What follows belongs to an exercise in optimizing a design on an open flow for a short achievable clock period and few clock cycles per item; a production flow would make more cautious choices.
In this exercise RTL edits were held to simulation tests only and were not proved equivalent to the original.

==> flow/design.v (outline; a module is shown in full before it is edited, if it fits) <==
// module lkdv_arith: 13 lines
// module lkdv_qualify: 211 lines
// module lkdv_scale: 1038 lines
// module link_keeping_drive_vector: 176 lines
module link_keeping_drive_vector (
	input  logic                      clk,
	input  logic                      arst_n,
	input  logic                      psel,
	input  logic                      penable,
	input  logic                      pwrite,
	input  logic [2:0]                paddr,
	input  logic [31:0]               pwdata,
	output logic [31:0]               prdata,
	output logic                      pready,
	input  logic                      in_valid,
	output logic                      in_stall,
	input  logic signed [COORD_W-1:0] offset_x,
	input  logic signed [COORD_W-1:0] offset_y,
	input  logic                      present,
	input  logic                      frame_end,
	output logic                      out_valid,
	input  logic                      out_stall,
	output logic signed [COORD_W-1:0] drive_x,
	output logic signed [COORD_W-1:0] drive_y,
	output logic                      has_signal,
	output logic [CNT_W-1:0]          chosen_index
);
  // ...
==> flow/flow/run.sh <==
#!/bin/bash
# Standard synthesis and layout; timing repair aims at a tighter period than
# the clock's (setup margin below), which the standard settings cap at 5 ns.
# Ports are buffered with buf_4 rather than the smallest buffer cell, which
# on this platform is a delay cell.
set -euo pipefail
MARGIN=${MARGIN:-7.5}
bash standard.sh synth > synth.log 2>&1
bash standard.sh finish SETUP_SLACK_MARGIN=$MARGIN TNS_END_PERCENT=100 \
  "BUFFER_PORTS_ARGS=-buffer_cell sky130_fd_sc_hd__buf_4" > layout.log 2>&1
==> flow/standard.sh <==
#!/bin/bash
# synth_recipe.tcl (not shown) runs the flow's synth.tcl, then flattens the netlist and writes it again
# the make line also repeats each setting of config.mk as NAME=value (left out here)
make -C /OpenROAD-flow-scripts/flow DESIGN_CONFIG=/design/flow/config.mk WORK_HOME=/design/flow/orfs CLKGATE_MAP_FILE= SYNTH_SCRIPT=/design/flow/synth_recipe.tcl "${@:-finish}"
==> flow/config.mk <==
export PLATFORM = sky130hd
export DESIGN_NAME = link_keeping_drive_vector
export DESIGN_NICKNAME = link_keeping_drive_vector
export VERILOG_FILES = /design/flow/design.v
export SDC_FILE = /design/flow/constraint.sdc
export NUM_CORES = 4
export LEC_CHECK = 0
export ABC_CLOCK_PERIOD_IN_PS = 3000
export CAP_MARGIN = 20
export CORE_MARGIN = 2
export CORE_UTILIZATION = 60
export PLACE_DENSITY = 0.72
export SLEW_MARGIN = 20
==> flow/constraint.sdc <==
create_clock -name core_clock -period 11.0 [get_ports {clk}]
set_input_delay 2.2000 -clock core_clock [delete_from_list [all_inputs] [get_ports {clk}]]
set_output_delay 2.2000 -clock core_clock [all_outputs]
set_load 0.01 [all_outputs]
==> summary.md, run 1 <==
| Metric | Value |
|---|---|
| Chip Width | `532 um` |
| Inst Count DP | `19,359` |
| Vias | `117,199` |
| FFs w/ async S/R, synth | `0.0237` |
| Hold Fails Final Rpt | `0` |
| Inverters | `1,221` |
| M2 GR Usage | `0.485` |
| Worst path bufs/invs | `1` |
| Met3 Use GR | `0.0286` |
| Hold path start | `u_qualify.rbb[2]` |
| Post-Syn Area | `0.167 sq mm` |
| Worst skew pair latency | `0.93 ns` |
| Worst Tran Pin Value | `1.13 ns` |
| Clk slew on worst S/H paths | `0.06 ns` |
| Fraction of area in registers | `0.373` |
| Max Used Layer | `met5` |
| Layout Utilization | `0.675` |
| Clock sinks | `3,118` |
| Non-CTS buffers | `410` |
| FF+latch count | `3,118` |
| Antenna fix cells | `36` |
| Hold-fix buffers at CTS | `0` |
| Top-count cell post-synth | `dfxtp_1` |
| Reg2reg path depth | `18` |
| Outcome | `finished clean` |
| Drt wl/cell | `20.3 um` |
| Detailed placement HPWL | `283,000 um` |
| Gpl congestion | `0.936` |
| Most used routing layer in global routing | `met2` |
| Initial Utilization | `0.603` |
| Top_reg_cell synth | `dfxtp_1` |
Testbench counts, summed over its fixed seeds: cycles 19,104, frames 4,096.
==> module lkdv_scale, before the edit <==
module lkdv_scale (
	input  logic        clk,
	input  logic        arst_n,
	input  logic        in_v,
	input  logic        in_f,
	input  logic        in_sx,
	input  logic        in_sy,
	input  logic [15:0] in_ax,
	input  logic [15:0] in_ay,
	input  logic [2:0]  in_idx,
	input  logic [31:0] in_sq,
	input  logic [14:0] gain,
	output logic        o_v,
	output logic        o_f,
	output logic        o_sx,
	output logic        o_sy,
	output logic [2:0]  o_idx,
	output logic [14:0] o_qx,
	output logic [14:0] o_qy
);
	logic [14:0] gain_r;
	always_ff @(posedge clk) begin
		gain_r <= gain;
	end
	logic [2:0] s0_a, s0_b, s0_d;
	logic s0_ge;
	assign s0_a = in_sq[31:30];
	assign s0_b = 2'd1;
	lkdv_arith #(.W(3)) u_s0 (.a(s0_a), .b(s0_b), .ge(s0_ge), .diff(s0_d));
	logic [1:0] s0_rem;
	assign s0_rem = s0_ge ? s0_d[1:0] : s0_a[1:0];
	logic [0:0] s0_root;
	assign s0_root = s0_ge;
	logic [29:0] s0_n;
	assign s0_n = in_sq[29:0];
	logic [3:0] s1_a, s1_b, s1_d;
	logic s1_ge;
	assign s1_a = {s0_rem, s0_n[29:28]};
	assign s1_b = {s0_root, 2'b01};
	lkdv_arith #(.W(4)) u_s1 (.a(s1_a), .b(s1_b), .ge(s1_ge), .diff(s1_d));
	logic [2:0] s1_rem;
	assign s1_rem = s1_ge ? s1_d[2:0] : s1_a[2:0];
	logic [1:0] s1_root;
	assign s1_root = {s0_root, s1_ge};
	logic [27:0] s1_n;
	assign s1_n = s0_n[27:0];
	logic [4:0] s2_a, s2_b, s2_d;
	logic s2_ge;
	assign s2_a = {s1_rem, s1_n[27:26]};
	assign s2_b = {s1_root, 2'b01};
	lkdv_arith #(.W(5)) u_s2 (.a(s2_a), .b(s2_b), .ge(s2_ge), .diff(s2_d));
	logic [3:0] s2_rem;
	assign s2_rem = s2_ge ? s2_d[3:0] : s2_a[3:0];
	logic [2:0] s2_root;
	assign s2_root = {s1_root, s2_ge};
	logic [25:0] s2_n;
	assign s2_n = s1_n[25:0];
	logic [5:0] s3_a, s3_b, s3_d;
	logic s3_ge;
	assign s3_a = {s2_rem, s2_n[25:24]};
	assign s3_b = {s2_root, 2'b01};
	lkdv_arith #(.W(6)) u_s3 (.a(s3_a), .b(s3_b), .ge(s3_ge), .diff(s3_d));
	logic [4:0] s3_rem;
	assign s3_rem = s3_ge ? s3_d[4:0] : s3_a[4:0];
	logic [3:0] s3_root;
	assign s3_root = {s2_root, s3_ge};
	logic [23:0] s3_n;
	assign s3_n = s2_n[23:0];
	logic [0:0] p1_v;
	logic [0:0] p1_f;
	logic [0:0] p1_sx;
	logic [0:0] p1_sy;
	logic [2:0] p1_idx;
	logic [15:0] p1_ax;
	logic [15:0] p1_ay;
	logic [23:0] p1_n;
	logic [4:0] p1_rem;
	logic [3:0] p1_root;
	always_ff @(posedge clk or negedge arst_n) begin
		if (!arst_n) p1_v <= 1'b0;
		else         p1_v <= in_v;
	end
	always_ff @(posedge clk) begin
		p1_f <= in_f;
		p1_sx <= in_sx;
		p1_sy <= in_sy;
		p1_idx <= in_idx;
		p1_ax <= in_ax;
		p1_ay <= in_ay;
		p1_n <= s3_n;
		p1_rem <= s3_rem;
		p1_root <= s3_root;
	end
	logic [7:0] tb4;
	assign tb4 = ({p1_root, 1'b0} + p1_root) * 4 + 1'b1;
	logic [7:0] tb4_0;
	assign tb4_0 = tb4 + 8'd0;
	logic [7:0] tb4_1;
	assign tb4_1 = tb4 + 8'd3;
	logic [7:0] tb4_2;
	assign tb4_2 = tb4 + 8'd6;
	logic [7:0] tb4_3;
	assign tb4_3 = tb4 + 8'd9;
	logic [6:0] s4_a, s4_b, s4_d;
	logic s4_ge;
	assign s4_a = {p1_rem, p1_n[23:22]};
	assign s4_b = {p1_root, 2'b01};
	lkdv_arith #(.W(7)) u_s4 (.a(s4_a), .b(s4_b), .ge(s4_ge), .diff(s4_d));
	logic [5:0] s4_rem;
	assign s4_rem = s4_ge ? s4_d[5:0] : s4_a[5:0];
	logic [4:0] s4_root;
	assign s4_root = {p1_root, s4_ge};
	logic [21:0] s4_n;
	assign s4_n = p1_n[21:0];
	logic [7:0] s5_a, s5_b, s5_d;
	logic s5_ge;
	assign s5_a = {s4_rem, s4_n[21:20]};
	assign s5_b = {s4_root, 2'b01};
	lkdv_arith #(.W(8)) u_s5 (.a(s5_a), .b(s5_b), .ge(s5_ge), .diff(s5_d));
	logic [6:0] s5_rem;
	assign s5_rem = s5_ge ? s5_d[6:0] : s5_a[6:0];
	logic [5:0] s5_root;
	assign s5_root = {s4_root, s5_ge};
	logic [19:0] s5_n;
	assign s5_n = s4_n[19:0];
	logic [7:0] t3_6;
	always_comb begin
		case ({s4_ge, s5_ge})
			2'd0: t3_6 = tb4_0;
			2'd1: t3_6 = tb4_1;
			2'd2: t3_6 = tb4_2;
			2'd3: t3_6 = tb4_3;
			default: t3_6 = '0;
		endcase
	end
	logic [0:0] p2_v;
	logic [0:0] p2_f;
	logic [0:0] p2_sx;
	logic [0:0] p2_sy;
	logic [2:0] p2_idx;
	logic [15:0] p2_ax;
	logic [15:0] p2_ay;
	logic [19:0] p2_n;
	logic [6:0] p2_rem;
	logic [5:0] p2_root;
	logic [7:0] p2_t3;
	always_ff @(posedge clk or negedge arst_n) begin
		if (!arst_n) p2_v <= 1'b0;
		else         p2_v <= p1_v;
	end
	always_ff @(posedge clk) begin
		p2_f <= p1_f;
		p2_sx <= p1_sx;
		p2_sy <= p1_sy;
		p2_idx <= p1_idx;
		p2_ax <= p1_ax;
		p2_ay <= p1_ay;
		p2_n <= s5_n;
		p2_rem <= s5_rem;
		p2_root <= s5_root;
		p2_t3 <= t3_6;
	end
	logic [10:0] q6_t, q6_c1, q6_c2, q6_c3, q6_d1, q6_d2, q6_d3;
	logic q6_ge1, q6_ge2, q6_ge3;
	assign q6_t = {p2_rem, p2_n[19:16]};
	assign q6_c1 = {p2_root, 3'b001};
	assign q6_c2 = {p2_root, 4'b0100};
	assign q6_c3 = {p2_t3, 3'b001};
	lkdv_arith #(.W(11)) u_q6_1 (.a(q6_t), .b(q6_c1), .ge(q6_ge1), .diff(q6_d1));
	lkdv_arith #(.W(11)) u_q6_2 (.a(q6_t), .b(q6_c2), .ge(q6_ge2), .diff(q6_d2));
	lkdv_arith #(.W(11)) u_q6_3 (.a(q6_t), .b(q6_c3), .ge(q6_ge3), .diff(q6_d3));
	logic [8:0] q6_rem;
	assign q6_rem = q6_ge3 ? q6_d3[8:0] : q6_ge2 ? q6_d2[8:0] : q6_ge1 ? q6_d1[8:0] : q6_t[8:0];
	logic [1:0] q6_dig;
	assign q6_dig = {q6_ge2, q6_ge3 | (q6_ge1 & ~q6_ge2)};
	logic [7:0] q6_root;
	assign q6_root = {p2_root, q6_dig};
	logic [7:0] q6_tm, q6_tp;
	assign q6_tm = p2_t3 - 1'b1;
	assign q6_tp = p2_t3 + 1'b1;
	logic [9:0] q6_t3;
	assign q6_t3 = q6_ge3 ? {q6_tp, 2'b10} : q6_ge2 ? {p2_t3, 2'b11} : q6_ge1 ? {p2_t3, 2'b00} : {q6_tm, 2'b01};
	logic [15:0] q6_n;
	assign q6_n = p2_n[15:0];
	logic [0:0] p3_v;
	logic [0:0] p3_f;
	logic [0:0] p3_sx;
	logic [0:0] p3_sy;
	logic [2:0] p3_idx;
	logic [15:0] p3_ax;
	logic [15:0] p3_ay;
	logic [15:0] p3_n;
	logic [8:0] p3_rem;
	logic [7:0] p3_root;
	logic [9:0] p3_t3;
	always_ff @(posedge clk or negedge arst_n) begin
		if (!arst_n) p3_v <= 1'b0;
		else         p3_v <= p2_v;
	end
	always_ff @(posedge clk) begin
		p3_f <= p2_f;
		p3_sx <= p2_sx;
		p3_sy <= p2_sy;
		p3_idx <= p2_idx;
		p3_ax <= p2_ax;
		p3_ay <= p2_ay;
		p3_n <= q6_n;
		p3_rem <= q6_rem;
		p3_root <= q6_root;
		p3_t3 <= q6_t3;
	end
	logic [16:0] px0;
	assign px0 = gain_r * p3_ax[1:0];
	logic [16:0] px1;
	assign px1 = gain_r * p3_ax[3:2];
	logic [16:0] px2;
	assign px2 = gain_r * p3_ax[5:4];
	logic [16:0] px3;
	assign px3 = gain_r * p3_ax[7:6];
	logic [16:0] px4;
	assign px4 = gain_r * p3_ax[9:8];
	logic [16:0] px5;
	assign px5 = gain_r * p3_ax[11:10];
	logic [16:0] px6;
	assign px6 = gain_r * p3_ax[13:12];
	logic [16:0] px7;
	assign px7 = gain_r * p3_ax[15:14];
	logic [16:0] py0;
	assign py0 = gain_r * p3_ay[1:0];
	logic [16:0] py1;
	assign py1 = gain_r * p3_ay[3:2];
	logic [16:0] py2;
	assign py2 = gain_r * p3_ay[5:4];
	logic [16:0] py3;
	assign py3 = gain_r * p3_ay[7:6];
	logic [16:0] py4;
	assign py4 = gain_r * p3_ay[9:8];
	logic [16:0] py5;
	assign py5 = gain_r * p3_ay[11:10];
	logic [16:0] py6;
	assign py6 = gain_r * p3_ay[13:12];
	logic [16:0] py7;
	assign py7 = gain_r * p3_ay[15:14];
	logic [12:0] q8_t, q8_c1, q8_c2, q8_c3, q8_d1, q8_d2, q8_d3;
	logic q8_ge1, q8_ge2, q8_ge3;
	assign q8_t = {p3_rem, p3_n[15:12]};
	assign q8_c1 = {p3_root, 3'b001};
	assign q8_c2 = {p3_root, 4'b0100};
	assign q8_c3 = {p3_t3, 3'b001};
	lkdv_arith #(.W(13)) u_q8_1 (.a(q8_t), .b(q8_c1), .ge(q8_ge1), .diff(q8_d1));
	lkdv_arith #(.W(13)) u_q8_2 (.a(q8_t), .b(q8_c2), .ge(q8_ge2), .diff(q8_d2));
	lkdv_arith #(.W(13)) u_q8_3 (.a(q8_t), .b(q8_c3), .ge(q8_ge3), .diff(q8_d3));
	logic [10:0] q8_rem;
	assign q8_rem = q8_ge3 ? q8_d3[10:0] : q8_ge2 ? q8_d2[10:0] : q8_ge1 ? q8_d1[10:0] : q8_t[10:0];
	logic [1:0] q8_dig;
	assign q8_dig = {q8_ge2, q8_ge3 | (q8_ge1 & ~q8_ge2)};
	logic [9:0] q8_root;
	assign q8_root = {p3_root, q8_dig};
	logic [9:0] q8_tm, q8_tp;
	assign q8_tm = p3_t3 - 1'b1;
	assign q8_tp = p3_t3 + 1'b1;
	logic [11:0] q8_t3;
	assign q8_t3 = q8_ge3 ? {q8_tp, 2'b10} : q8_ge2 ? {p3_t3, 2'b11} : q8_ge1 ? {p3_t3, 2'b00} : {q8_tm, 2'b01};
	logic [11:0] q8_n;
	assign q8_n = p3_n[11:0];
	logic [0:0] p4_v;
	logic [0:0] p4_f;
	logic [0:0] p4_sx;
	logic [0:0] p4_sy;
	logic [2:0] p4_idx;
	logic [11:0] p4_n;
	logic [10:0] p4_rem;
	logic [9:0] p4_root;
	logic [11:0] p4_t3;
	logic [16:0] p4_px0;
	logic [16:0] p4_px1;
	logic [16:0] p4_px2;
	logic [16:0] p4_px3;
	logic [16:0] p4_px4;
	logic [16:0] p4_px5;
	logic [16:0] p4_px6;
	logic [16:0] p4_px7;
	logic [16:0] p4_py0;
	logic [16:0] p4_py1;
	logic [16:0] p4_py2;
	logic [16:0] p4_py3;
	logic [16:0] p4_py4;
	logic [16:0] p4_py5;
	logic [16:0] p4_py6;
	logic [16:0] p4_py7;
	always_ff @(posedge clk or negedge arst_n) begin
		if (!arst_n) p4_v <= 1'b0;
		else         p4_v <= p3_v;
	end
	always_ff @(posedge clk) begin
		p4_f <= p3_f;
		p4_sx <= p3_sx;
		p4_sy <= p3_sy;
		p4_idx <= p3_idx;
		p4_n <= q8_n;
		p4_rem <= q8_rem;
		p4_root <= q8_root;
		p4_t3 <= q8_t3;
		p4_px0 <= px0;
		p4_px1 <= px1;
		p4_px2 <= px2;
		p4_px3 <= px3;
		p4_px4 <= px4;
		p4_px5 <= px5;
		p4_px6 <= px6;
		p4_px7 <= px7;
		p4_py0 <= py0;
		p4_py1 <= py1;
		p4_py2 <= py2;
		p4_py3 <= py3;
		p4_py4 <= py4;
		p4_py5 <= py5;
		p4_py6 <= py6;
		p4_py7 <= py7;
	end
	logic [18:0] pxq0;
	assign pxq0 = {p4_px1, 2'd0} + {2'd0, p4_px0};
	logic [18:0] pxq1;
	assign pxq1 = {p4_px3, 2'd0} + {2'd0, p4_px2};
	logic [18:0] pxq2;
	assign pxq2 = {p4_px5, 2'd0} + {2'd0, p4_px4};
	logic [18:0] pxq3;
	assign pxq3 = {p4_px7, 2'd0} + {2'd0, p4_px6};
	logic [18:0] pyq0;
	assign pyq0 = {p4_py1, 2'd0} + {2'd0, p4_py0};
	logic [18:0] pyq1;
	assign pyq1 = {p4_py3, 2'd0} + {2'd0, p4_py2};
	logic [18:0] pyq2;
	assign pyq2 = {p4_py5, 2'd0} + {2'd0, p4_py4};
	logic [18:0] pyq3;
	assign pyq3 = {p4_py7, 2'd0} + {2'd0, p4_py6};
	logic [14:0] q10_t, q10_c1, q10_c2, q10_c3, q10_d1, q10_d2, q10_d3;
	logic q10_ge1, q10_ge2, q10_ge3;
	assign q10_t = {p4_rem, p4_n[11:8]};
	assign q10_c1 = {p4_root, 3'b001};
	assign q10_c2 = {p4_root, 4'b0100};
	assign q10_c3 = {p4_t3, 3'b001};
	lkdv_arith #(.W(15)) u_q10_1 (.a(q10_t), .b(q10_c1), .ge(q10_ge1), .diff(q10_d1));
	lkdv_arith #(.W(15)) u_q10_2 (.a(q10_t), .b(q10_c2), .ge(q10_ge2), .diff(q10_d2));
	lkdv_arith #(.W(15)) u_q10_3 (.a(q10_t), .b(q10_c3), .ge(q10_ge3), .diff(q10_d3));
	logic [12:0] q10_rem;
	assign q10_rem = q10_ge3 ? q10_d3[12:0] : q10_ge2 ? q10_d2[12:0] : q10_ge1 ? q10_d1[12:0] : q10_t[12:0];
	logic [1:0] q10_dig;
	assign q10_dig = {q10_ge2, q10_ge3 | (q10_ge1 & ~q10_ge2)};
	logic [11:0] q10_root;
	assign q10_root = {p4_root, q10_dig};
	logic [11:0] q10_tm, q10_tp;
	assign q10_tm = p4_t3 - 1'b1;
	assign q10_tp = p4_t3 + 1'b1;
	logic [13:0] q10_t3;
	assign q10_t3 = q10_ge3 ? {q10_tp, 2'b10} : q10_ge2 ? {p4_t3, 2'b11} : q10_ge1 ? {p4_t3, 2'b00} : {q10_tm, 2'b01};
	logic [7:0] q10_n;
	assign q10_n = p4_n[7:0];
	logic [0:0] p5_v;
	logic [0:0] p5_f;
	logic [0:0] p5_sx;
	logic [0:0] p5_sy;
	logic [2:0] p5_idx;
	logic [7:0] p5_n;
	logic [12:0] p5_rem;
	logic [11:0] p5_root;
	logic [13:0] p5_t3;
	logic [18:0] p5_pxq0;
	logic [18:0] p5_pxq1;
	logic [18:0] p5_pxq2;
	logic [18:0] p5_pxq3;
	logic [18:0] p5_pyq0;
	logic [18:0] p5_pyq1;
	logic [18:0] p5_pyq2;
	logic [18:0] p5_pyq3;
	always_ff @(posedge clk or negedge arst_n) begin
		if (!arst_n) p5_v <= 1'b0;
		else         p5_v <= p4_v;
	end
	always_ff @(posedge clk) begin
		p5_f <= p4_f;
		p5_sx <= p4_sx;
		p5_sy <= p4_sy;
		p5_idx <= p4_idx;
		p5_n <= q10_n;
		p5_rem <= q10_rem;
		p5_root <= q10_root;
		p5_t3 <= q10_t3;
		p5_pxq0 <= pxq0;
		p5_pxq1 <= pxq1;
		p5_pxq2 <= pxq2;
		p5_pxq3 <= pxq3;
		p5_pyq0 <= pyq0;
		p5_pyq1 <= pyq1;
		p5_pyq2 <= pyq2;
		p5_pyq3 <= pyq3;
	end
	logic [22:0] pxh0;
	assign pxh0 = {p5_pxq1, 4'd0} + {4'd0, p5_pxq0};
	logic [22:0] pxh1;
	assign pxh1 = {p5_pxq3, 4'd0} + {4'd0, p5_pxq2};
	logic [22:0] pyh0;
	assign pyh0 = {p5_pyq1, 4'd0} + {4'd0, p5_pyq0};
	logic [22:0] pyh1;
	assign pyh1 = {p5_pyq3, 4'd0} + {4'd0, p5_pyq2};
	logic [16:0] q12_t, q12_c1, q12_c2, q12_c3, q12_d1, q12_d2, q12_d3;
	logic q12_ge1, q12_ge2, q12_ge3;
	assign q12_t = {p5_rem, p5_n[7:4]};
	assign q12_c1 = {p5_root, 3'b001};
	assign q12_c2 = {p5_root, 4'b0100};
	assign q12_c3 = {p5_t3, 3'b001};
	lkdv_arith #(.W(17)) u_q12_1 (.a(q12_t), .b(q12_c1), .ge(q12_ge1), .diff(q12_d1));
	lkdv_arith #(.W(17)) u_q12_2 (.a(q12_t), .b(q12_c2), .ge(q12_ge2), .diff(q12_d2));
	lkdv_arith #(.W(17)) u_q12_3 (.a(q12_t), .b(q12_c3), .ge(q12_ge3), .diff(q12_d3));
	logic [14:0] q12_rem;
	assign q12_rem = q12_ge3 ? q12_d3[14:0] : q12_ge2 ? q12_d2[14:0] : q12_ge1 ? q12_d1[14:0] : q12_t[14:0];
	logic [1:0] q12_dig;
	assign q12_dig = {q12_ge2, q12_ge3 | (q12_ge1 & ~q12_ge2)};
	logic [13:0] q12_root;
	assign q12_root = {p5_root, q12_dig};
	logic [13:0] q12_tm, q12_tp;
	assign q12_tm = p5_t3 - 1'b1;
	assign q12_tp = p5_t3 + 1'b1;
	logic [15:0] q12_t3;
	assign q12_t3 = q12_ge3 ? {q12_tp, 2'b10} : q12_ge2 ? {p5_t3, 2'b11} : q12_ge1 ? {p5_t3, 2'b00} : {q12_tm, 2'b01};
	logic [3:0] q12_n;
	assign q12_n = p5_n[3:0];
	logic [0:0] p6_v;
	logic [0:0] p6_f;
	logic [0:0] p6_sx;
	logic [0:0] p6_sy;
	logic [2:0] p6_idx;
	logic [3:0] p6_n;
	logic [14:0] p6_rem;
	logic [13:0] p6_root;
	logic [15:0] p6_t3;
	logic [22:0] p6_pxh0;
	logic [22:0] p6_pxh1;
	logic [22:0] p6_pyh0;
	logic [22:0] p6_pyh1;
	always_ff @(posedge clk or negedge arst_n) begin
		if (!arst_n) p6_v <= 1'b0;
		else         p6_v <= p5_v;
	end
	always_ff @(posedge clk) begin
		p6_f <= p5_f;
		p6_sx <= p5_sx;
		p6_sy <= p5_sy;
		p6_idx <= p5_idx;
		p6_n <= q12_n;
		p6_rem <= q12_rem;
		p6_root <= q12_root;
		p6_t3 <= q12_t3;
		p6_pxh0 <= pxh0;
		p6_pxh1 <= pxh1;
		p6_pyh0 <= pyh0;
		p6_pyh1 <= pyh1;
	end
	logic [30:0] px;
	assign px = {p6_pxh1, 8'd0} + {8'd0, p6_pxh0};
	logic [30:0] py;
	assign py = {p6_pyh1, 8'd0} + {8'd0, p6_pyh0};
	logic [18:0] q14_t, q14_c1, q14_c2, q14_c3, q14_d1, q14_d2, q14_d3;
	logic q14_ge1, q14_ge2, q14_ge3;
	assign q14_t = {p6_rem, p6_n[3:0]};
	assign q14_c1 = {p6_root, 3'b001};
	assign q14_c2 = {p6_root, 4'b0100};
	assign q14_c3 = {p6_t3, 3'b001};
	lkdv_arith #(.W(19)) u_q14_1 (.a(q14_t), .b(q14_c1), .ge(q14_ge1), .diff(q14_d1));
	lkdv_arith #(.W(19)) u_q14_2 (.a(q14_t), .b(q14_c2), .ge(q14_ge2), .diff(q14_d2));
	lkdv_arith #(.W(19)) u_q14_3 (.a(q14_t), .b(q14_c3), .ge(q14_ge3), .diff(q14_d3));
	logic [16:0] q14_rem;
	assign q14_rem = q14_ge3 ? q14_d3[16:0] : q14_ge2 ? q14_d2[16:0] : q14_ge1 ? q14_d1[16:0] : q14_t[16:0];
	logic [1:0] q14_dig;
	assign q14_dig = {q14_ge2, q14_ge3 | (q14_ge1 & ~q14_ge2)};
	logic [15:0] q14_root;
	assign q14_root = {p6_root, q14_dig};
	logic [0:0] p7_v;
	logic [0:0] p7_f;
	logic [0:0] p7_sx;
	logic [0:0] p7_sy;
	logic [2:0] p7_idx;
	logic [15:0] p7_root;
	logic [30:0] p7_px;
	logic [30:0] p7_py;
	always_ff @(posedge clk or negedge arst_n) begin
		if (!arst_n) p7_v <= 1'b0;
		else         p7_v <= p6_v;
	end
	always_ff @(posedge clk) begin
		p7_f <= p6_f;
		p7_sx <= p6_sx;
		p7_sy <= p6_sy;
		p7_idx <= p6_idx;
		p7_root <= q14_root;
		p7_px <= px;
		p7_py <= py;
	end
	logic [17:0] root3;
	assign root3 = {1'b0, p7_root, 1'b0} + {2'b0, p7_root};
	logic [16:0] dx0_a, dx0_b, dx0_d;
	logic dx0_ge;
	assign dx0_a = {p7_px[30:15], p7_px[14:0][14]};
	assign dx0_b = {1'b0, p7_root};
	lkdv_arith #(.W(17)) u_dx0 (.a(dx0_a), .b(dx0_b), .ge(dx0_ge), .diff(dx0_d));
	logic [15:0] dx0_r;
	assign dx0_r = dx0_ge ? dx0_d[15:0] : dx0_a[15:0];
	logic [13:0] dx0_l;
	assign dx0_l = p7_px[14:0][13:0];
	logic dx0_q;
	assign dx0_q = dx0_ge;
	logic [16:0] dy0_a, dy0_b, dy0_d;
	logic dy0_ge;
	assign dy0_a = {p7_py[30:15], p7_py[14:0][14]};
	assign dy0_b = {1'b0, p7_root};
	lkdv_arith #(.W(17)) u_dy0 (.a(dy0_a), .b(dy0_b), .ge(dy0_ge), .diff(dy0_d));
	logic [15:0] dy0_r;
	assign dy0_r = dy0_ge ? dy0_d[15:0] : dy0_a[15:0];
	logic [13:0] dy0_l;
	assign dy0_l = p7_py[14:0][13:0];
	logic dy0_q;
	assign dy0_q = dy0_ge;
	logic [0:0] p8_v;
	logic [0:0] p8_f;
	logic [0:0] p8_sx;
	logic [0:0] p8_sy;
	logic [2:0] p8_idx;
	logic [15:0] p8_root;
	logic [15:0] p8_rx;
	logic [15:0] p8_ry;
	logic [13:0] p8_lx;
	logic [13:0] p8_ly;
	logic [0:0] p8_qx;
	logic [0:0] p8_qy;
	logic [17:0] p8_root3;
	always_ff @(posedge clk or negedge arst_n) begin
		if (!arst_n) p8_v <= 1'b0;
		else         p8_v <= p7_v;
	end
	always_ff @(posedge clk) begin
		p8_f <= p7_f;
		p8_sx <= p7_sx;
		p8_sy <= p7_sy;
		p8_idx <= p7_idx;
		p8_root <= p7_root;
		p8_rx <= dx0_r;
		p8_ry <= dy0_r;
		p8_lx <= dx0_l;
		p8_ly <= dy0_l;
		p8_qx <= dx0_q;
		p8_qy <= dy0_q;
		p8_root3 <= root3;
	end
	logic [17:0] dx1_t;
	assign dx1_t = {p8_rx, p8_lx[13:12]};
	logic [17:0] dx1_b1, dx1_d1;
	logic dx1_ge1;
	assign dx1_b1 = {2'b0, p8_root};
	lkdv_arith #(.W(18)) u_dx1_1 (.a(dx1_t), .b(dx1_b1), .ge(dx1_ge1), .diff(dx1_d1));
	logic [17:0] dx1_b2, dx1_d2;
	logic dx1_ge2;
	assign dx1_b2 = {1'b0, p8_root, 1'b0};
	lkdv_arith #(.W(18)) u_dx1_2 (.a(dx1_t), .b(dx1_b2), .ge(dx1_ge2), .diff(dx1_d2));
	logic [17:0] dx1_b3, dx1_d3;
	logic dx1_ge3;
	assign dx1_b3 = p8_root3;
	lkdv_arith #(.W(18)) u_dx1_3 (.a(dx1_t), .b(dx1_b3), .ge(dx1_ge3), .diff(dx1_d3));
	logic [15:0] dx1_r;
	assign dx1_r = dx1_ge3 ? dx1_d3[15:0] : dx1_ge2 ? dx1_d2[15:0] : dx1_ge1 ? dx1_d1[15:0] : dx1_t[15:0];
	logic [11:0] dx1_l;
	assign dx1_l = p8_lx[11:0];
	logic [2:0] dx1_q;
	assign dx1_q = {p8_qx, dx1_ge2, dx1_ge3 | (dx1_ge1 & ~dx1_ge2)};
	logic [17:0] dy1_t;
	assign dy1_t = {p8_ry, p8_ly[13:12]};
	logic [17:0] dy1_b1, dy1_d1;
	logic dy1_ge1;
	assign dy1_b1 = {2'b0, p8_root};
	lkdv_arith #(.W(18)) u_dy1_1 (.a(dy1_t), .b(dy1_b1), .ge(dy1_ge1), .diff(dy1_d1));
	logic [17:0] dy1_b2, dy1_d2;
	logic dy1_ge2;
	assign dy1_b2 = {1'b0, p8_root, 1'b0};
	lkdv_arith #(.W(18)) u_dy1_2 (.a(dy1_t), .b(dy1_b2), .ge(dy1_ge2), .diff(dy1_d2));
	logic [17:0] dy1_b3, dy1_d3;
	logic dy1_ge3;
	assign dy1_b3 = p8_root3;
	lkdv_arith #(.W(18)) u_dy1_3 (.a(dy1_t), .b(dy1_b3), .ge(dy1_ge3), .diff(dy1_d3));
	logic [15:0] dy1_r;
	assign dy1_r = dy1_ge3 ? dy1_d3[15:0] : dy1_ge2 ? dy1_d2[15:0] : dy1_ge1 ? dy1_d1[15:0] : dy1_t[15:0];
	logic [11:0] dy1_l;
	assign dy1_l = p8_ly[11:0];
	logic [2:0] dy1_q;
	assign dy1_q = {p8_qy, dy1_ge2, dy1_ge3 | (dy1_ge1 & ~dy1_ge2)};
	logic [0:0] p9_v;
	logic [0:0] p9_f;
	logic [0:0] p9_sx;
	logic [0:0] p9_sy;
	logic [2:0] p9_idx;
	logic [15:0] p9_root;
	logic [15:0] p9_rx;
	logic [15:0] p9_ry;
	logic [11:0] p9_lx;
	logic [11:0] p9_ly;
	logic [2:0] p9_qx;
	logic [2:0] p9_qy;
	logic [17:0] p9_root3;
	always_ff @(posedge clk or negedge arst_n) begin
		if (!arst_n) p9_v <= 1'b0;
		else         p9_v <= p8_v;
	end
	always_ff @(posedge clk) begin
		p9_f <= p8_f;
		p9_sx <= p8_sx;
		p9_sy <= p8_sy;
		p9_idx <= p8_idx;
		p9_root <= p8_root;
		p9_rx <= dx1_r;
		p9_ry <= dy1_r;
		p9_lx <= dx1_l;
		p9_ly <= dy1_l;
		p9_qx <= dx1_q;
		p9_qy <= dy1_q;
		p9_root3 <= p8_root3;
	end
	logic [17:0] dx3_t;
	assign dx3_t = {p9_rx, p9_lx[11:10]};
	logic [17:0] dx3_b1, dx3_d1;
	logic dx3_ge1;
	assign dx3_b1 = {2'b0, p9_root};
	lkdv_arith #(.W(18)) u_dx3_1 (.a(dx3_t), .b(dx3_b1), .ge(dx3_ge1), .diff(dx3_d1));
	logic [17:0] dx3_b2, dx3_d2;
	logic dx3_ge2;
	assign dx3_b2 = {1'b0, p9_root, 1'b0};
	lkdv_arith #(.W(18)) u_dx3_2 (.a(dx3_t), .b(dx3_b2), .ge(dx3_ge2), .diff(dx3_d2));
	logic [17:0] dx3_b3, dx3_d3;
	logic dx3_ge3;
	assign dx3_b3 = p9_root3;
	lkdv_arith #(.W(18)) u_dx3_3 (.a(dx3_t), .b(dx3_b3), .ge(dx3_ge3), .diff(dx3_d3));
	logic [15:0] dx3_r;
	assign dx3_r = dx3_ge3 ? dx3_d3[15:0] : dx3_ge2 ? dx3_d2[15:0] : dx3_ge1 ? dx3_d1[15:0] : dx3_t[15:0];
	logic [9:0] dx3_l;
	assign dx3_l = p9_lx[9:0];
	logic [4:0] dx3_q;
	assign dx3_q = {p9_qx, dx3_ge2, dx3_ge3 | (dx3_ge1 & ~dx3_ge2)};
	logic [17:0] dy3_t;
	assign dy3_t = {p9_ry, p9_ly[11:10]};
	logic [17:0] dy3_b1, dy3_d1;
	logic dy3_ge1;
	assign dy3_b1 = {2'b0, p9_root};
	lkdv_arith #(.W(18)) u_dy3_1 (.a(dy3_t), .b(dy3_b1), .ge(dy3_ge1), .diff(dy3_d1));
	logic [17:0] dy3_b2, dy3_d2;
	logic dy3_ge2;
	assign dy3_b2 = {1'b0, p9_root, 1'b0};
	lkdv_arith #(.W(18)) u_dy3_2 (.a(dy3_t), .b(dy3_b2), .ge(dy3_ge2), .diff(dy3_d2));
	logic [17:0] dy3_b3, dy3_d3;
	logic dy3_ge3;
	assign dy3_b3 = p9_root3;
	lkdv_arith #(.W(18)) u_dy3_3 (.a(dy3_t), .b(dy3_b3), .ge(dy3_ge3), .diff(dy3_d3));
	logic [15:0] dy3_r;
	assign dy3_r = dy3_ge3 ? dy3_d3[15:0] : dy3_ge2 ? dy3_d2[15:0] : dy3_ge1 ? dy3_d1[15:0] : dy3_t[15:0];
	logic [9:0] dy3_l;
	assign dy3_l = p9_ly[9:0];
	logic [4:0] dy3_q;
	assign dy3_q = {p9_qy, dy3_ge2, dy3_ge3 | (dy3_ge1 & ~dy3_ge2)};
	logic [0:0] p10_v;
	logic [0:0] p10_f;
	logic [0:0] p10_sx;
	logic [0:0] p10_sy;
	logic [2:0] p10_idx;
	logic [15:0] p10_root;
	logic [15:0] p10_rx;
	logic [15:0] p10_ry;
	logic [9:0] p10_lx;
	logic [9:0] p10_ly;
	logic [4:0] p10_qx;
	logic [4:0] p10_qy;
	logic [17:0] p10_root3;
	always_ff @(posedge clk or negedge arst_n) begin
		if (!arst_n) p10_v <= 1'b0;
		else         p10_v <= p9_v;
	end
	always_ff @(posedge clk) begin
		p10_f <= p9_f;
		p10_sx <= p9_sx;
		p10_sy <= p9_sy;
		p10_idx <= p9_idx;
		p10_root <= p9_root;
		p10_rx <= dx3_r;
		p10_ry <= dy3_r;
		p10_lx <= dx3_l;
		p10_ly <= dy3_l;
		p10_qx <= dx3_q;
		p10_qy <= dy3_q;
		p10_root3 <= p9_root3;
	end
	logic [17:0] dx5_t;
	assign dx5_t = {p10_rx, p10_lx[9:8]};
	logic [17:0] dx5_b1, dx5_d1;
	logic dx5_ge1;
	assign dx5_b1 = {2'b0, p10_root};
	lkdv_arith #(.W(18)) u_dx5_1 (.a(dx5_t), .b(dx5_b1), .ge(dx5_ge1), .diff(dx5_d1));
	logic [17:0] dx5_b2, dx5_d2;
	logic dx5_ge2;
	assign dx5_b2 = {1'b0, p10_root, 1'b0};
	lkdv_arith #(.W(18)) u_dx5_2 (.a(dx5_t), .b(dx5_b2), .ge(dx5_ge2), .diff(dx5_d2));
	logic [17:0] dx5_b3, dx5_d3;
	logic dx5_ge3;
	assign dx5_b3 = p10_root3;
	lkdv_arith #(.W(18)) u_dx5_3 (.a(dx5_t), .b(dx5_b3), .ge(dx5_ge3), .diff(dx5_d3));
	logic [15:0] dx5_r;
	assign dx5_r = dx5_ge3 ? dx5_d3[15:0] : dx5_ge2 ? dx5_d2[15:0] : dx5_ge1 ? dx5_d1[15:0] : dx5_t[15:0];
	logic [7:0] dx5_l;
	assign dx5_l = p10_lx[7:0];
	logic [6:0] dx5_q;
	assign dx5_q = {p10_qx, dx5_ge2, dx5_ge3 | (dx5_ge1 & ~dx5_ge2)};
	logic [17:0] dy5_t;
	assign dy5_t = {p10_ry, p10_ly[9:8]};
	logic [17:0] dy5_b1, dy5_d1;
	logic dy5_ge1;
	assign dy5_b1 = {2'b0, p10_root};
	lkdv_arith #(.W(18)) u_dy5_1 (.a(dy5_t), .b(dy5_b1), .ge(dy5_ge1), .diff(dy5_d1));
	logic [17:0] dy5_b2, dy5_d2;
	logic dy5_ge2;
	assign dy5_b2 = {1'b0, p10_root, 1'b0};
	lkdv_arith #(.W(18)) u_dy5_2 (.a(dy5_t), .b(dy5_b2), .ge(dy5_ge2), .diff(dy5_d2));
	logic [17:0] dy5_b3, dy5_d3;
	logic dy5_ge3;
	assign dy5_b3 = p10_root3;
	lkdv_arith #(.W(18)) u_dy5_3 (.a(dy5_t), .b(dy5_b3), .ge(dy5_ge3), .diff(dy5_d3));
	logic [15:0] dy5_r;
	assign dy5_r = dy5_ge3 ? dy5_d3[15:0] : dy5_ge2 ? dy5_d2[15:0] : dy5_ge1 ? dy5_d1[15:0] : dy5_t[15:0];
	logic [7:0] dy5_l;
	assign dy5_l = p10_ly[7:0];
	logic [6:0] dy5_q;
	assign dy5_q = {p10_qy, dy5_ge2, dy5_ge3 | (dy5_ge1 & ~dy5_ge2)};
	logic [0:0] p11_v;
	logic [0:0] p11_f;
	logic [0:0] p11_sx;
	logic [0:0] p11_sy;
	logic [2:0] p11_idx;
	logic [15:0] p11_root;
	logic [15:0] p11_rx;
	logic [15:0] p11_ry;
	logic [7:0] p11_lx;
	logic [7:0] p11_ly;
	logic [6:0] p11_qx;
	logic [6:0] p11_qy;
	logic [17:0] p11_root3;
	always_ff @(posedge clk or negedge arst_n) begin
		if (!arst_n) p11_v <= 1'b0;
		else         p11_v <= p10_v;
	end
	always_ff @(posedge clk) begin
		p11_f <= p10_f;
		p11_sx <= p10_sx;
		p11_sy <= p10_sy;
		p11_idx <= p10_idx;
		p11_root <= p10_root;
		p11_rx <= dx5_r;
		p11_ry <= dy5_r;
		p11_lx <= dx5_l;
		p11_ly <= dy5_l;
		p11_qx <= dx5_q;
		p11_qy <= dy5_q;
		p11_root3 <= p10_root3;
	end
	logic [17:0] dx7_t;
	assign dx7_t = {p11_rx, p11_lx[7:6]};
	logic [17:0] dx7_b1, dx7_d1;
	logic dx7_ge1;
	assign dx7_b1 = {2'b0, p11_root};
	lkdv_arith #(.W(18)) u_dx7_1 (.a(dx7_t), .b(dx7_b1), .ge(dx7_ge1), .diff(dx7_d1));
	logic [17:0] dx7_b2, dx7_d2;
	logic dx7_ge2;
	assign dx7_b2 = {1'b0, p11_root, 1'b0};
	lkdv_arith #(.W(18)) u_dx7_2 (.a(dx7_t), .b(dx7_b2), .ge(dx7_ge2), .diff(dx7_d2));
	logic [17:0] dx7_b3, dx7_d3;
	logic dx7_ge3;
	assign dx7_b3 = p11_root3;
	lkdv_arith #(.W(18)) u_dx7_3 (.a(dx7_t), .b(dx7_b3), .ge(dx7_ge3), .diff(dx7_d3));
	logic [15:0] dx7_r;
	assign dx7_r = dx7_ge3 ? dx7_d3[15:0] : dx7_ge2 ? dx7_d2[15:0] : dx7_ge1 ? dx7_d1[15:0] : dx7_t[15:0];
	logic [5:0] dx7_l;
	assign dx7_l = p11_lx[5:0];
	logic [8:0] dx7_q;
	assign dx7_q = {p11_qx, dx7_ge2, dx7_ge3 | (dx7_ge1 & ~dx7_ge2)};
	logic [17:0] dy7_t;
	assign dy7_t = {p11_ry, p11_ly[7:6]};
	logic [17:0] dy7_b1, dy7_d1;
	logic dy7_ge1;
	assign dy7_b1 = {2'b0, p11_root};
	lkdv_arith #(.W(18)) u_dy7_1 (.a(dy7_t), .b(dy7_b1), .ge(dy7_ge1), .diff(dy7_d1));
	logic [17:0] dy7_b2, dy7_d2;
	logic dy7_ge2;
	assign dy7_b2 = {1'b0, p11_root, 1'b0};
	lkdv_arith #(.W(18)) u_dy7_2 (.a(dy7_t), .b(dy7_b2), .ge(dy7_ge2), .diff(dy7_d2));
	logic [17:0] dy7_b3, dy7_d3;
	logic dy7_ge3;
	assign dy7_b3 = p11_root3;
	lkdv_arith #(.W(18)) u_dy7_3 (.a(dy7_t), .b(dy7_b3), .ge(dy7_ge3), .diff(dy7_d3));
	logic [15:0] dy7_r;
	assign dy7_r = dy7_ge3 ? dy7_d3[15:0] : dy7_ge2 ? dy7_d2[15:0] : dy7_ge1 ? dy7_d1[15:0] : dy7_t[15:0];
	logic [5:0] dy7_l;
	assign dy7_l = p11_ly[5:0];
	logic [8:0] dy7_q;
	assign dy7_q = {p11_qy, dy7_ge2, dy7_ge3 | (dy7_ge1 & ~dy7_ge2)};
	logic [0:0] p12_v;
	logic [0:0] p12_f;
	logic [0:0] p12_sx;
	logic [0:0] p12_sy;
	logic [2:0] p12_idx;
	logic [15:0] p12_root;
	logic [15:0] p12_rx;
	logic [15:0] p12_ry;
	logic [5:0] p12_lx;
	logic [5:0] p12_ly;
	logic [8:0] p12_qx;
	logic [8:0] p12_qy;
	logic [17:0] p12_root3;
	always_ff @(posedge clk or negedge arst_n) begin
		if (!arst_n) p12_v <= 1'b0;
		else         p12_v <= p11_v;
	end
	always_ff @(posedge clk) begin
		p12_f <= p11_f;
		p12_sx <= p11_sx;
		p12_sy <= p11_sy;
		p12_idx <= p11_idx;
		p12_root <= p11_root;
		p12_rx <= dx7_r;
		p12_ry <= dy7_r;
		p12_lx <= dx7_l;
		p12_ly <= dy7_l;
		p12_qx <= dx7_q;
		p12_qy <= dy7_q;
		p12_root3 <= p11_root3;
	end
	logic [17:0] dx9_t;
	assign dx9_t = {p12_rx, p12_lx[5:4]};
	logic [17:0] dx9_b1, dx9_d1;
	logic dx9_ge1;
	assign dx9_b1 = {2'b0, p12_root};
	lkdv_arith #(.W(18)) u_dx9_1 (.a(dx9_t), .b(dx9_b1), .ge(dx9_ge1), .diff(dx9_d1));
	logic [17:0] dx9_b2, dx9_d2;
	logic dx9_ge2;
	assign dx9_b2 = {1'b0, p12_root, 1'b0};
	lkdv_arith #(.W(18)) u_dx9_2 (.a(dx9_t), .b(dx9_b2), .ge(dx9_ge2), .diff(dx9_d2));
	logic [17:0] dx9_b3, dx9_d3;
	logic dx9_ge3;
	assign dx9_b3 = p12_root3;
	lkdv_arith #(.W(18)) u_dx9_3 (.a(dx9_t), .b(dx9_b3), .ge(dx9_ge3), .diff(dx9_d3));
	logic [15:0] dx9_r;
	assign dx9_r = dx9_ge3 ? dx9_d3[15:0] : dx9_ge2 ? dx9_d2[15:0] : dx9_ge1 ? dx9_d1[15:0] : dx9_t[15:0];
	logic [3:0] dx9_l;
	assign dx9_l = p12_lx[3:0];
	logic [10:0] dx9_q;
	assign dx9_q = {p12_qx, dx9_ge2, dx9_ge3 | (dx9_ge1 & ~dx9_ge2)};
	logic [17:0] dy9_t;
	assign dy9_t = {p12_ry, p12_ly[5:4]};
	logic [17:0] dy9_b1, dy9_d1;
	logic dy9_ge1;
	assign dy9_b1 = {2'b0, p12_root};
	lkdv_arith #(.W(18)) u_dy9_1 (.a(dy9_t), .b(dy9_b1), .ge(dy9_ge1), .diff(dy9_d1));
	logic [17:0] dy9_b2, dy9_d2;
	logic dy9_ge2;
	assign dy9_b2 = {1'b0, p12_root, 1'b0};
	lkdv_arith #(.W(18)) u_dy9_2 (.a(dy9_t), .b(dy9_b2), .ge(dy9_ge2), .diff(dy9_d2));
	logic [17:0] dy9_b3, dy9_d3;
	logic dy9_ge3;
	assign dy9_b3 = p12_root3;
	lkdv_arith #(.W(18)) u_dy9_3 (.a(dy9_t), .b(dy9_b3), .ge(dy9_ge3), .diff(dy9_d3));
	logic [15:0] dy9_r;
	assign dy9_r = dy9_ge3 ? dy9_d3[15:0] : dy9_ge2 ? dy9_d2[15:0] : dy9_ge1 ? dy9_d1[15:0] : dy9_t[15:0];
	logic [3:0] dy9_l;
	assign dy9_l = p12_ly[3:0];
	logic [10:0] dy9_q;
	assign dy9_q = {p12_qy, dy9_ge2, dy9_ge3 | (dy9_ge1 & ~dy9_ge2)};
	logic [0:0] p13_v;
	logic [0:0] p13_f;
	logic [0:0] p13_sx;
	logic [0:0] p13_sy;
	logic [2:0] p13_idx;
	logic [15:0] p13_root;
	logic [15:0] p13_rx;
	logic [15:0] p13_ry;
	logic [3:0] p13_lx;
	logic [3:0] p13_ly;
	logic [10:0] p13_qx;
	logic [10:0] p13_qy;
	logic [17:0] p13_root3;
	always_ff @(posedge clk or negedge arst_n) begin
		if (!arst_n) p13_v <= 1'b0;
		else         p13_v <= p12_v;
	end
	always_ff @(posedge clk) begin
		p13_f <= p12_f;
		p13_sx <= p12_sx;
		p13_sy <= p12_sy;
		p13_idx <= p12_idx;
		p13_root <= p12_root;
		p13_rx <= dx9_r;
		p13_ry <= dy9_r;
		p13_lx <= dx9_l;
		p13_ly <= dy9_l;
		p13_qx <= dx9_q;
		p13_qy <= dy9_q;
		p13_root3 <= p12_root3;
	end
	logic [17:0] dx11_t;
	assign dx11_t = {p13_rx, p13_lx[3:2]};
	logic [17:0] dx11_b1, dx11_d1;
	logic dx11_ge1;
	assign dx11_b1 = {2'b0, p13_root};
	lkdv_arith #(.W(18)) u_dx11_1 (.a(dx11_t), .b(dx11_b1), .ge(dx11_ge1), .diff(dx11_d1));
	logic [17:0] dx11_b2, dx11_d2;
	logic dx11_ge2;
	assign dx11_b2 = {1'b0, p13_root, 1'b0};
	lkdv_arith #(.W(18)) u_dx11_2 (.a(dx11_t), .b(dx11_b2), .ge(dx11_ge2), .diff(dx11_d2));
	logic [17:0] dx11_b3, dx11_d3;
	logic dx11_ge3;
	assign dx11_b3 = p13_root3;
	lkdv_arith #(.W(18)) u_dx11_3 (.a(dx11_t), .b(dx11_b3), .ge(dx11_ge3), .diff(dx11_d3));
	logic [15:0] dx11_r;
	assign dx11_r = dx11_ge3 ? dx11_d3[15:0] : dx11_ge2 ? dx11_d2[15:0] : dx11_ge1 ? dx11_d1[15:0] : dx11_t[15:0];
	logic [1:0] dx11_l;
	assign dx11_l = p13_lx[1:0];
	logic [12:0] dx11_q;
	assign dx11_q = {p13_qx, dx11_ge2, dx11_ge3 | (dx11_ge1 & ~dx11_ge2)};
	logic [17:0] dy11_t;
	assign dy11_t = {p13_ry, p13_ly[3:2]};
	logic [17:0] dy11_b1, dy11_d1;
	logic dy11_ge1;
	assign dy11_b1 = {2'b0, p13_root};
	lkdv_arith #(.W(18)) u_dy11_1 (.a(dy11_t), .b(dy11_b1), .ge(dy11_ge1), .diff(dy11_d1));
	logic [17:0] dy11_b2, dy11_d2;
	logic dy11_ge2;
	assign dy11_b2 = {1'b0, p13_root, 1'b0};
	lkdv_arith #(.W(18)) u_dy11_2 (.a(dy11_t), .b(dy11_b2), .ge(dy11_ge2), .diff(dy11_d2));
	logic [17:0] dy11_b3, dy11_d3;
	logic dy11_ge3;
	assign dy11_b3 = p13_root3;
	lkdv_arith #(.W(18)) u_dy11_3 (.a(dy11_t), .b(dy11_b3), .ge(dy11_ge3), .diff(dy11_d3));
	logic [15:0] dy11_r;
	assign dy11_r = dy11_ge3 ? dy11_d3[15:0] : dy11_ge2 ? dy11_d2[15:0] : dy11_ge1 ? dy11_d1[15:0] : dy11_t[15:0];
	logic [1:0] dy11_l;
	assign dy11_l = p13_ly[1:0];
	logic [12:0] dy11_q;
	assign dy11_q = {p13_qy, dy11_ge2, dy11_ge3 | (dy11_ge1 & ~dy11_ge2)};
	logic [0:0] p14_v;
	logic [0:0] p14_f;
	logic [0:0] p14_sx;
	logic [0:0] p14_sy;
	logic [2:0] p14_idx;
	logic [15:0] p14_root;
	logic [15:0] p14_rx;
	logic [15:0] p14_ry;
	logic [1:0] p14_lx;
	logic [1:0] p14_ly;
	logic [12:0] p14_qx;
	logic [12:0] p14_qy;
	logic [17:0] p14_root3;
	always_ff @(posedge clk or negedge arst_n) begin
		if (!arst_n) p14_v <= 1'b0;
		else         p14_v <= p13_v;
	end
	always_ff @(posedge clk) begin
		p14_f <= p13_f;
		p14_sx <= p13_sx;
		p14_sy <= p13_sy;
		p14_idx <= p13_idx;
		p14_root <= p13_root;
		p14_rx <= dx11_r;
		p14_ry <= dy11_r;
		p14_lx <= dx11_l;
		p14_ly <= dy11_l;
		p14_qx <= dx11_q;
		p14_qy <= dy11_q;
		p14_root3 <= p13_root3;
	end
	logic [17:0] dx13_t;
	assign dx13_t = {p14_rx, p14_lx[1:0]};
	logic [17:0] dx13_b1, dx13_d1;
	logic dx13_ge1;
	assign dx13_b1 = {2'b0, p14_root};
	lkdv_arith #(.W(18)) u_dx13_1 (.a(dx13_t), .b(dx13_b1), .ge(dx13_ge1), .diff(dx13_d1));
	logic [17:0] dx13_b2, dx13_d2;
	logic dx13_ge2;
	assign dx13_b2 = {1'b0, p14_root, 1'b0};
	lkdv_arith #(.W(18)) u_dx13_2 (.a(dx13_t), .b(dx13_b2), .ge(dx13_ge2), .diff(dx13_d2));
	logic [17:0] dx13_b3, dx13_d3;
	logic dx13_ge3;
	assign dx13_b3 = p14_root3;
	lkdv_arith #(.W(18)) u_dx13_3 (.a(dx13_t), .b(dx13_b3), .ge(dx13_ge3), .diff(dx13_d3));
	logic [14:0] dx13_q;
	assign dx13_q = {p14_qx, dx13_ge2, dx13_ge3 | (dx13_ge1 & ~dx13_ge2)};
	logic [17:0] dy13_t;
	assign dy13_t = {p14_ry, p14_ly[1:0]};
	logic [17:0] dy13_b1, dy13_d1;
	logic dy13_ge1;
	assign dy13_b1 = {2'b0, p14_root};
	lkdv_arith #(.W(18)) u_dy13_1 (.a(dy13_t), .b(dy13_b1), .ge(dy13_ge1), .diff(dy13_d1));
	logic [17:0] dy13_b2, dy13_d2;
	logic dy13_ge2;
	assign dy13_b2 = {1'b0, p14_root, 1'b0};
	lkdv_arith #(.W(18)) u_dy13_2 (.a(dy13_t), .b(dy13_b2), .ge(dy13_ge2), .diff(dy13_d2));
	logic [17:0] dy13_b3, dy13_d3;
	logic dy13_ge3;
	assign dy13_b3 = p14_root3;
	lkdv_arith #(.W(18)) u_dy13_3 (.a(dy13_t), .b(dy13_b3), .ge(dy13_ge3), .diff(dy13_d3));
	logic [14:0] dy13_q;
	assign dy13_q = {p14_qy, dy13_ge2, dy13_ge3 | (dy13_ge1 & ~dy13_ge2)};
	logic [0:0] p15_v;
	logic [0:0] p15_f;
	logic [0:0] p15_sx;
	logic [0:0] p15_sy;
	logic [2:0] p15_idx;
	logic [14:0] p15_qx;
	logic [14:0] p15_qy;
	always_ff @(posedge clk or negedge arst_n) begin
		if (!arst_n) p15_v <= 1'b0;
		else         p15_v <= p14_v;
	end
	always_ff @(posedge clk) begin
		p15_f <= p14_f;
		p15_sx <= p14_sx;
		p15_sy <= p14_sy;
		p15_idx <= p14_idx;
		p15_qx <= dx13_q;
		p15_qy <= dy13_q;
	end
	assign o_v   = p15_v;
	assign o_f   = p15_f;
	assign o_sx  = p15_sx;
	assign o_sy  = p15_sy;
	assign o_idx = p15_idx;
	assign o_qx  = p15_qx;
	assign o_qy  = p15_qy;
endmodule
==> inputs of run 2 (changes only) <==
--- a/flow/design.v
+++ b/flow/design.v
@@ -324,16 +324,6 @@
 		p1_rem <= s3_rem;
 		p1_root <= s3_root;
 	end
-	logic [7:0] tb4;
-	assign tb4 = ({p1_root, 1'b0} + p1_root) * 4 + 1'b1;
-	logic [7:0] tb4_0;
-	assign tb4_0 = tb4 + 8'd0;
-	logic [7:0] tb4_1;
-	assign tb4_1 = tb4 + 8'd3;
-	logic [7:0] tb4_2;
-	assign tb4_2 = tb4 + 8'd6;
-	logic [7:0] tb4_3;
-	assign tb4_3 = tb4 + 8'd9;
 	logic [6:0] s4_a, s4_b, s4_d;
 	logic s4_ge;
 	assign s4_a = {p1_rem, p1_n[23:22]};
@@ -356,16 +346,6 @@
 	assign s5_root = {s4_root, s5_ge};
 	logic [19:0] s5_n;
 	assign s5_n = s4_n[19:0];
-	logic [7:0] t3_6;
-	always_comb begin
-		case ({s4_ge, s5_ge})
-			2'd0: t3_6 = tb4_0;
-			2'd1: t3_6 = tb4_1;
-			2'd2: t3_6 = tb4_2;
-			2'd3: t3_6 = tb4_3;
-			default: t3_6 = '0;
-		endcase
-	end
 	logic [0:0] p2_v;
 	logic [0:0] p2_f;
 	logic [0:0] p2_sx;
@@ -376,7 +356,6 @@
 	logic [19:0] p2_n;
 	logic [6:0] p2_rem;
 	logic [5:0] p2_root;
-	logic [7:0] p2_t3;
 	always_ff @(posedge clk or negedge arst_n) begin
 		if (!arst_n) p2_v <= 1'b0;
 		else         p2_v <= p1_v;
@@ -391,14 +370,15 @@
 		p2_n <= s5_n;
 		p2_rem <= s5_rem;
 		p2_root <= s5_root;
-		p2_t3 <= t3_6;
 	end
+	logic [7:0] q6_tin;
+	assign q6_tin = {p2_root, 1'b0} + p2_root + 1'b1;
 	logic [10:0] q6_t, q6_c1, q6_c2, q6_c3, q6_d1, q6_d2, q6_d3;
 	logic q6_ge1, q6_ge2, q6_ge3;
 	assign q6_t = {p2_rem, p2_n[19:16]};
 	assign q6_c1 = {p2_root, 3'b001};
 	assign q6_c2 = {p2_root, 4'b0100};
-	assign q6_c3 = {p2_t3, 3'b001};
+	assign q6_c3 = {q6_tin, 3'b001};
 	lkdv_arith #(.W(11)) u_q6_1 (.a(q6_t), .b(q6_c1), .ge(q6_ge1), .diff(q6_d1));
 	lkdv_arith #(.W(11)) u_q6_2 (.a(q6_t), .b(q6_c2), .ge(q6_ge2), .diff(q6_d2));
 	lkdv_arith #(.W(11)) u_q6_3 (.a(q6_t), .b(q6_c3), .ge(q6_ge3), .diff(q6_d3));
@@ -409,10 +389,10 @@
 	logic [7:0] q6_root;
 	assign q6_root = {p2_root, q6_dig};
 	logic [7:0] q6_tm, q6_tp;
-	assign q6_tm = p2_t3 - 1'b1;
-	assign q6_tp = p2_t3 + 1'b1;
+	assign q6_tm = q6_tin - 1'b1;
+	assign q6_tp = q6_tin + 1'b1;
 	logic [9:0] q6_t3;
-	assign q6_t3 = q6_ge3 ? {q6_tp, 2'b10} : q6_ge2 ? {p2_t3, 2'b11} : q6_ge1 ? {p2_t3, 2'b00} : {q6_tm, 2'b01};
+	assign q6_t3 = q6_ge3 ? {q6_tp, 2'b10} : q6_ge2 ? {q6_tin, 2'b11} : q6_ge1 ? {q6_tin, 2'b00} : {q6_tm, 2'b01};
 	logic [15:0] q6_n;
 	assign q6_n = p2_n[15:0];
 	logic [0:0] p3_v;
==> flow/flow/run.sh (replaced) <==
#!/bin/bash
# Standard synthesis and layout; timing repair aims at a tighter period than
# the clock's (setup margin below), which the standard settings cap at 5 ns.
# Ports are buffered with buf_4 rather than the smallest buffer cell, which
# on this platform is a delay cell. The clock tree uses larger sink clusters
# and fewer wire buffers, for a shallower (still balanced) tree.
set -euo pipefail
MARGIN=${MARGIN:-7.5}
bash standard.sh synth > synth.log 2>&1
bash standard.sh finish SETUP_SLACK_MARGIN=$MARGIN TNS_END_PERCENT=100 \
  "BUFFER_PORTS_ARGS=-buffer_cell sky130_fd_sc_hd__buf_4" \
  CTS_BUF_DISTANCE=600 CTS_CLUSTER_SIZE=30 CTS_CLUSTER_DIAMETER=120 > layout.log 2>&1
==> summary.md, run 2 <==
| Metric | Value |
|---|---|
| Outcome | `finished clean` |
| Critical path depth in cells | `1` |
| Layout Nets | `18,245` |
| Yosys warnings | `3` |
| Critical Path Sink | `drive_y[15]` |
| Slew Limit Fails | `0` |
| Worst path bufs/invs | `1 (unchanged)` |
| FFs w/ async S/R, synth | `0.0238 (+0.0000610)` |
| EDFF count, synth | `645` |
| Area of the core | `0.276 sq mm` |
| Final Cycle Share | `0.328` |
| Initial Utilization | `0.603 (about the same)` |
| Crit path kind | `reg -> out` |
| CTS tree | `yes` |
| Critical Path Slowest Stage Cell | `dfxtp_4` |
| CP Capture Type | `output pin` |
| Slowest cell delay on critical path | `0.41 ns` |
| Clock skew | `0.108 ns` |
| Reg2reg path depth | `18 (unchanged)` |
| CP Max Fanout | `1` |
| CP delay by family, top | `flip-flops` |
| Hold crit path type | `reg -> reg` |
| Setup TNS | `0 ns` |
| Hold Fails Final Rpt | `0 (unchanged)` |
| Vias in the first global route | `110,895` |
| RSZ-0062 raised after global routing | `yes` |
| Share of layout cells above drive strength 1 | `0.0998` |
| Worst Tran Pin Value | `1.11 ns (-0.0267 ns)` |
| Required time of the critical path | `8.80 ns` |
| Setup violations, final | `0` |
| Largest net degree at the start of global routing | `75` |
| Synth top area cells | `dfxtp_1 (29%), ha_1 (14%), edfxtp_1 (12%), mux4_2 (4.9%), xnor2_1 (4.6%)` |
| Global route total overflow | `0` |
| Row cnt | `193` |
| Leading cell type in the layout, fill and taps excluded | `dfxtp_1` |
| Clk slew on worst S/H paths | `0.11 ns (+0.05 ns)` |
| Clock sinks | `3,110 (-0.26%)` |
| Synthesized instance count | `15,890` |
| Detailed placement HPWL | `282,000 um (-0.38%)` |
| GRT Overall Usage | `0.271` |
| Reg-to-Reg Start | `u_scale.p2_root[1]` |
| Worst slew margin | `0.263` |
| Root buffer selected by CTS | `clkbuf_16` |
| Worst skew pair latency | `0.90 ns (-0.03 ns)` |
| Reg2reg setup slack | `7.39 ns` |
| Setup crit start | `out_q[20]` |
| Vias | `114,560 (-2.3%)` |
| DRT Wirelength | `392,000 um` |
| DR DRC count | `0` |
| Gpl congestion | `0.912 (-2.6%)` |
| Worst-path cell chain | `buf_6` |
| Chip Width | `531 um (-0.11%)` |
| Tmin final | `3.61 ns` |
| Worst EP arrival | `1.41 ns` |
| Routed Antenna Nets | `0` |
| CTS H-Tree Depth | `3` |
| Seq/Total Area, Yosys | `0.415` |
| Yosys reg bits | `3,110` |
| Worst Setup Start Kind | `flop` |
| Max Buffers Root-to-Sink | `3` |
| Worst R2R End | `u_scale.p3_t3[9]` |
| Drt wl/cell | `19.7 um (-2.9%)` |
| Post-synth top area share | `0.287` |
| Port bufs | `111` |
| Top_reg_cell synth | `dfxtp_1` |
| Via density | `5.76` |
| Area occupied by multi-input gates | `0.0930 sq mm` |
| Boundary Pins | `148` |
| Layout area overhead | `7.70%` |
| Max_cap viols | `0` |
| Top-count cell post-synth | `dfxtp_1` |
| Post-synth top area cell | `dfxtp_1` |
| Storage element area | `0.0694 sq mm` |
| Max Freq | `0.277 GHz` |
| Inst Count DP | `19,398 (+0.20%)` |
| Die area | `0.282 sq mm` |
| Pre-Repair DR Iteration Count | `6` |
| Layout Utilization | `0.649 (-0.0252)` |
| Height of the die | `531 um` |
| Most frequent cells in the layout | `dfxtp_1 (2,259), ha_1 (1,787), inv_1 (1,251)` |
| Max FFs per register | `576` |
| Synth cell types | `88` |
| Total CTS buffers | `117` |
| First-pass GRT wire length | `607,000 um` |
| Iter 0 DRT Violations | `8,033` |
| Post-Syn Area | `0.167 sq mm (-0.23%)` |
| Syn avg cell area | `10.5 sq um` |
| Worst hold margin | `0.225 ns` |
| Fin cells | `19,880` |
| Fill cells | `21,872` |
| Post-synth top cells | `dfxtp_1 (2,391), ha_1 (1,816), inv_1 (1,260), a21oi_1 (981), nor2_1 (871)` |
| Initial antenna violation count | `19` |
[run 2: cell count changes in the layout (fill, tap and decap cells not counted), moves of 37 or more]
cell	previous run	this run
clkbuf_16	329	122
inv_1	1201	1251
clkinv_2	40	2
nor3_1	302	340
clkbuf_8	38	1
nand2b_1	183	220
[run 2: kinds of logic after synthesis]
logic type | count (synthesis) | synth area share
and+or+nand+nor | 3759 | 0.113
AOI/OAI and AO/OA | 3316 | 0.127
DFF | 3110 | 0.415
adders and majority gates | 2127 | 0.174
buffers and inverters | 1677 | 0.0383
xor gates and xnor gates | 1222 | 0.0642
muxes | 677 | 0.0689
other | 2 | 0.0000451
[run 2: routing by layer]
| metal | vias to the layer above | routed length, um | GRT usage |
|---|---|---|---|
| li1 | 56254 | - | - |
| met1 | 54913 | 167000 | 0.352 |
| met2 | 2848 | 190000 | 0.472 |
| met3 | 545 | 18300 | 0.0235 |
| met4 | 0 | 16300 | 0.100 |
| met5 | - | 0 | 0 |
[run 2: metrics by stage]
step,area [sq um],setup WS (ns)
after global routing,179000,7.26
final,179000,7.39
after global placement,172000,5.98
after floorplan,167000,7.42
after detailed placement,172000,5.84
after CTS,177000,7.33
[run 2: layout make-up]
class,instances,share of cell area
Sequential cell,3110,0.387
Antenna cell,60,0.000837
Inverter,1261,0.0265
Clock buffer,173,0.0175
Timing Repair Buffer,423,0.0220
Clock inverter,18,0.00184
Tap cell,3705,0.0258
Multi-Input combinational cell,11130,0.519
[run 2: repair_timing]
item | in CTS | in global routing
pin swaps | 32 | 112
buffers inserted | 99 | 114
endpoints found under the setup margin | 426 | 379
gates resized for setup | 381 | 294
hold buffers | 0 | 0
gates cloned | 5 | 13
[run 2: how the worst min path moves through the flow]
stage / startpoint / to / slack (ns) / cells after the start
6_report: u_scale.p12_ly[0] / u_scale.p13_ly[0] / 0.22 / 0
5_1_grt: u_scale.p12_ly[0] / u_scale.p13_ly[0] / 0.23 / 0
4_1_cts: u_scale.p12_ly[0] / u_scale.p13_ly[0] / 0.22 / 0
3_5_place_dp: u_qualify.ax2[10] / u_qualify.ax3[10] / 0.31 / 0
3_3_place_gp: u_scale.p2_ay[13] / u_scale.p3_ay[13] / 0.31 / 0
2_1_floorplan: u_qualify.ax2[10] / u_qualify.ax3[10] / 0.31 / 0
Testbench counts of run 2, summed over its fixed seeds: cycles 19,104, frames 4,096.

## what the ideal ports hide
How much do the figures lean on ideal ports? The routed layouts below were timed once more, with nothing changed but the port constraints.
Step 1, drivers: a clkbuf_16 drives clk and a buf_2 each remaining input, both assumed.
Step 2 adds t to the input delays and takes it off the output delays; t is the mean of the earliest and latest rising clock arrival at the registers after step 1. Input paths then give back, and output paths get back, about the clock's delay inside the block.
Three values: ideal ports, drivers, drivers and shift; two values: the first two.
run | shift t [ns] | setup WS [ns] | worst setup path at the end | worst register clock-pin slew, ns
run 1 | 0.999 | 7.284 / 7.182 / 6.972 | input to register | 0.07 / 0.07
run 2 | 0.948 | 7.387 / 7.287 / 7.069 | input to register | 0.12 / 0.12
After both steps every run listed still meets setup and hold. The setup slack of run 2, which loses most, moves by -0.100 ns with the drivers and by -0.318 ns with both steps.
